Background: an optimization exercise with open tools, aiming at small area, a short achievable clock period and few clock cycles per item. Do not read the settings as production practice.
Only simulation tests tie the RTL to the original design; equivalence was not proved.
Power and IR drop assume default switching activity.

== R ==
==> flow/design.v (excerpt) <==
module xoshiro_int8_noise_generator_unit (
  input  logic        clk,
  input  logic        rst_n,
  input  logic        cfg_valid,
  output logic        cfg_ready,
  input  logic [63:0] cfg_data,
  input  logic        in_tvalid,
  output logic        in_tready,
  input  logic [15:0] in_tdata,
  input  logic        in_tuser,
  output logic        out_tvalid,
  input  logic        out_tready,
  output logic [7:0]  out_tdata,
  output logic        out_tlast
);
Size: ~4,700 cells after synthesis, about 0.041 sq mm of cells after synthesis.
==> flow/config.mk <==
export PLATFORM = sky130hd
export DESIGN_NAME = xoshiro_int8_noise_generator_unit
export DESIGN_NICKNAME = xoshiro_int8_noise_generator_unit
export VERILOG_FILES = /design/flow/design.v
export SDC_FILE = /design/flow/constraint.sdc
export NUM_CORES = 4
export LEC_CHECK = 0
export ABC_CLOCK_PERIOD_IN_PS = 3000
export CAP_MARGIN = 20
export CORE_MARGIN = 2
export CORE_UTILIZATION = 60
export SLEW_MARGIN = 20
==> flow/constraint.sdc <==
create_clock -name core_clock -period 11.0 [get_ports {clk}]
set_input_delay 2.2000 -clock core_clock [delete_from_list [all_inputs] [get_ports {clk}]]
set_output_delay 2.2000 -clock core_clock [all_outputs]
set_load 0.01 [all_outputs]
standard.sh (not shown) runs the stock make flow with config.mk's settings and CLKGATE_MAP_FILE= SYNTH_SCRIPT=/design/flow/synth_recipe.tcl, a recipe that flattens the netlist after the stock synthesis.
==> flow/flow/run.sh <==
#!/bin/bash
export SETUP_SLACK_MARGIN=7.65
export BUFFER_PORTS_ARGS="-buffer_cell sky130_fd_sc_hd__buf_4"
bash standard.sh > standard.log 2>&1
No stage failed in R, and the final checks on the layout all came back clean.
Testbench counts of R, summed over its fixed seeds: cycles 19,903, bytes 16,560.
### R -> S
==> flow/flow/run.sh <==
#!/bin/bash
export SETUP_SLACK_MARGIN=7.7
export BUFFER_PORTS_ARGS="-buffer_cell sky130_fd_sc_hd__buf_4"
bash standard.sh > standard.log 2>&1
## What came out
Compared R against S; basic-gate share of the synthesized area counting and, or, nand and nor cells within noise. The share of power burned in the clock network in S sits 0.3 points above the value recorded for R. The count of clock buffers in the final design of S falls short of that of R by 7. Delta(setup slack, S - R) > 0. Taking R as the reference, in S post-synthesis cell area held steady; total power consumption of the routed design moved up. Between S and R, the sequential share of layout area does not differ in any meaningful way. For S, the standard cell with the maximum stage delay on the critical path was or3_4, unlike R, where it was a311o_1. Compared with R, in S fill cell total of the finished layout went up about 1.4%, cell area saw little to no change, share of the cycle needed by the critical path after routing shrank by 0.29 points.

---

== old ==
xoshiro_int8_noise_generator_unit, a different RTL version from the one above (not shown whole).
Size in the first run: ~5000 cells after synthesis, roughly 620 flip-flops, ~0.042 mm^2 of cells after synthesis.
clock: 11.0 ns
lec_check: 0
abc_clock_period_in_ps: 3000
cap_margin: 20
core_margin: 2
core_utilization: 55
slew_margin: 20
==> flow/flow/run.sh <==
#!/bin/bash
export SETUP_SLACK_MARGIN=7.5
bash standard.sh > standard.log 2>&1
old did not stop at any stage, and its layout met the timing, design-rule and antenna checks.
Testbench counts of old, summed over its fixed seeds: cycles 19,759, bytes 16,560.
Inputs modified between old and new:
Settings: CTS_CLUSTER_DIAMETER now 80, previously not set; CORE_UTILIZATION now 60, was 55; CTS_CLUSTER_SIZE now 40, previously not set.
==> flow/flow/run.sh <==
#!/bin/bash
export SETUP_SLACK_MARGIN=7.65
bash standard.sh > standard.log 2>&1
[summary]
Summary: with old as the reference, ratio of total power to cell area in new moved down by more than 10%.
The clock buffer instance count of the final layout in new is 0.42 times that in old.
new gives less number of cells in the finished layout apart from fillers than old did.
Area enclosed by the die boundary, new and old, lower one = new.
Area: new vs old -> new smaller
A worst setup path endpoint of base_r[56]$_SDFFE_PN0P_ is what new shows, while base_r[59]$_SDFFE_PN0P_ belongs to old.
In the tables for new and old, proportion of power drawn by combinational gates reads higher with new.

---

Setup of run a:
Another version of the RTL of xoshiro_int8_noise_generator_unit (not shown whole).
For scale: roughly 5,200 cells after synthesis, ~700 flip-flops, about 98 I/O pins, roughly 0.046 mm2 of cells after synthesis.
clock: 11.0 ns
lec_check: 0
abc_clock_period_in_ps: 3000
cap_margin: 20
core_margin: 2
core_utilization: 55
slew_margin: 20
run.sh (not shown) runs the stock make flow with config.mk's settings and CLKGATE_MAP_FILE= SYNTH_SCRIPT=/design/flow/synth_recipe.tcl, a recipe that flattens the netlist after the stock synthesis.
Stock flow here: none of the scripts above is used.
Run a ended with every stage complete and zero timing, DRC or antenna violations.
Testbench counts of run a, summed over its fixed seeds: cycles 20,017, bytes 16,560.
#### Input delta (run b over run a)
Settings: a deleted ABC_CLOCK_PERIOD_IN_PS that had been 3000; a change of CORE_UTILIZATION from 55 to 40.
==> flow/flow/run.sh (new file) <==
#!/bin/bash
# Own flow: the standard layout (bash standard.sh, which also runs the
# standard synthesis), with repair_timing asked for extra setup margin so
# that the layout is optimised well past the 11 ns clock.
cp standard.sh standard_sh.log
cp config.mk config_mk.log
export ABC_CLOCK_PERIOD_IN_PS=3000
export CORE_UTILIZATION=55
export SETUP_SLACK_MARGIN=7.5
bash standard.sh > standard.log 2>&1
==> flow/standard.sh (new file) <==
#!/bin/bash
# synth_recipe.tcl (not shown) runs the flow's synth.tcl, then flattens the netlist and writes it again
# the make line also repeats each setting of config.mk as NAME=value (left out here)
make -C /OpenROAD-flow-scripts/flow DESIGN_CONFIG=/design/flow/config.mk WORK_HOME=/design/flow/orfs CLKGATE_MAP_FILE= SYNTH_SCRIPT=/design/flow/synth_recipe.tcl "${@:-finish}"
removed: flow/run.sh
[summary]
- Run b | status: complete | timing, DRC, antenna: pass
- Slew at the pin closest to its max-slew limit in run b is 7.5 ps higher than in run a
- Diff run a -> run b | worst hold slack | increase of 30 ps
- Area growth from synthesis to final layout up 5.1 points in run b wrt run a
- Portion of the layout cell area used by non-clock buffers sits higher in run b than in run a.

---

xoshiro_int8_noise_generator_unit, a different RTL version from the one above (not shown whole).
For scale: ~5200 cells after synthesis, roughly 700 flip-flops, about 98 I/O pins, roughly 45000 um2 of cells after synthesis.
Design xoshiro_int8_noise_generator_unit, start of the top module:
module xoshiro_int8_noise_generator_unit (
  input  logic        clk,
  input  logic        rst_n,
  input  logic        cfg_valid,
  output logic        cfg_ready,
  input  logic [63:0] cfg_data,
  input  logic        in_tvalid,
  output logic        in_tready,
  input  logic [15:0] in_tdata,
  input  logic        in_tuser,
  output logic        out_tvalid,
  input  logic        out_tready,
  output logic [7:0]  out_tdata,
  output logic        out_tlast
);
Settings: LEC_CHECK=0, ABC_CLOCK_PERIOD_IN_PS=3000, CAP_MARGIN=20, CORE_MARGIN=2, CORE_UTILIZATION=65, SLEW_MARGIN=20; clock period 11.0 ns.
standard.sh (not shown) runs the stock make flow with config.mk's settings and CLKGATE_MAP_FILE= SYNTH_SCRIPT=/design/flow/synth_recipe.tcl, a recipe that flattens the netlist after the stock synthesis.
==> flow/flow/run.sh <==
#!/bin/bash
export SETUP_SLACK_MARGIN=7.7
bash standard.sh > standard.log 2>&1
The baseline produced a clean layout.
Testbench counts at the start, summed over its fixed seeds: cycles 19,711, bytes 16,560.
Then changed:
==> flow/flow/run.sh (replaced) <==
#!/bin/bash
export SETUP_SLACK_MARGIN=7.5
bash standard.sh > standard.log 2>&1
--- a/flow/config.mk
+++ b/flow/config.mk
@@ -11 +11 @@
-export CORE_UTILIZATION = 65
+export CORE_UTILIZATION = 55
After rerunning: The changed run passed the timing, design-rule and antenna checks. Global-route usage goes down by 4.9 points. Final cell count rises by 2.1%. Cell area drops by about 1.5%.

---

Setup of run 1:
xoshiro_int8_noise_generator_unit, a different RTL version from the one above (not shown whole).
For scale: about 4,900 cells after synthesis, roughly 660 flip-flops, about 98 I/O pins, about 42,000 sq um of cells after synthesis.
==> flow/config.mk <==
export PLATFORM = sky130hd
export DESIGN_NAME = xoshiro_int8_noise_generator_unit
export DESIGN_NICKNAME = xoshiro_int8_noise_generator_unit
export VERILOG_FILES = /design/flow/design.v
export SDC_FILE = /design/flow/constraint.sdc
export NUM_CORES = 4
export LEC_CHECK = 0
export ABC_CLOCK_PERIOD_IN_PS = 3000
export CAP_MARGIN = 20
export CORE_MARGIN = 2
export CORE_UTILIZATION = 65
export SLEW_MARGIN = 20
==> flow/constraint.sdc <==
create_clock -name core_clock -period 11.0 [get_ports {clk}]
set_input_delay 2.2000 -clock core_clock [delete_from_list [all_inputs] [get_ports {clk}]]
set_output_delay 2.2000 -clock core_clock [all_outputs]
set_load 0.01 [all_outputs]
==> flow/flow/run.sh <==
#!/bin/bash
export SETUP_SLACK_MARGIN=7.6
bash standard.sh > standard.log 2>&1
Testbench counts of run 1, summed over its fixed seeds: cycles 19,855, bytes 16,560.
[inputs] run 2 vs run 1
- changing CORE_UTILIZATION from 65 to 70
==> flow/flow/run.sh <==
#!/bin/bash
export SETUP_SLACK_MARGIN=7.75
bash standard.sh > standard.log 2>&1
--- outcome ---
Largest voltage drop on the vdd net ends up higher on run 2. Run 1 and run 2 ended up with nearly the same worst hold slack. When the final numbers for run 1 and run 2 were put side by side, the share of the core filled with cells in the final layout turned out to be smaller in run 1. Number of clock buffers in the layout, run 2 vs run 1: down by more than 10%. Wire length (lower): run 1. Run 2 vs run 1, instance count: run 2 lower. Summary of the comparison: area of the multi-input gates is higher in run 2, relative to run 1.

## what the ideal ports hide
In the flow no input, the clock included, has a driving cell. The finished layouts below were timed again as built, in two steps.
Step 1: set_driving_cell puts a clkbuf_16 on clk and a buf_2 on each other input, an assumption about the parent block.
Step 2 times the ports against the registers' clock, not the clock port: input delays grow and output delays shrink by t, the midpoint of the rising clock arrivals with the driver on.
Three values: no drivers, after step 1, after step 2; two values: the first two.
run | t, ns | setup WS [ns] | worst slew at a driven data input, ns
R | 0.685 | 7.596 / 7.576 / 7.127 | 0.06
S | 0.682 | 7.628 / 7.590 / 7.132 | 0.05
old | 0.710 | 6.539 / 6.539 / 6.294 | 0.05
new | 0.686 | 6.728 / 6.728 / 6.615 | 0.06
run a | 0.718 | 6.390 / 6.390 / 6.390 | 0.07
run b | 0.734 | 7.524 / 7.468 / 6.983 | 0.05
the first run of note 4 | 0.708 | 7.169 / 7.169 / 6.998 | 0.06
the second run of note 4 | 0.706 | 6.966 / 6.966 / 6.966 | 0.06
run 1 | 0.682 | 7.595 / 7.566 / 6.958 | 0.05
run 2 | 0.685 | 7.546 / 7.546 / 7.066 | 0.06
After both steps every run listed still meets setup and hold. For run 1, which loses most, drivers alone change the setup slack by -0.029 ns; drivers and shift together by -0.637 ns.
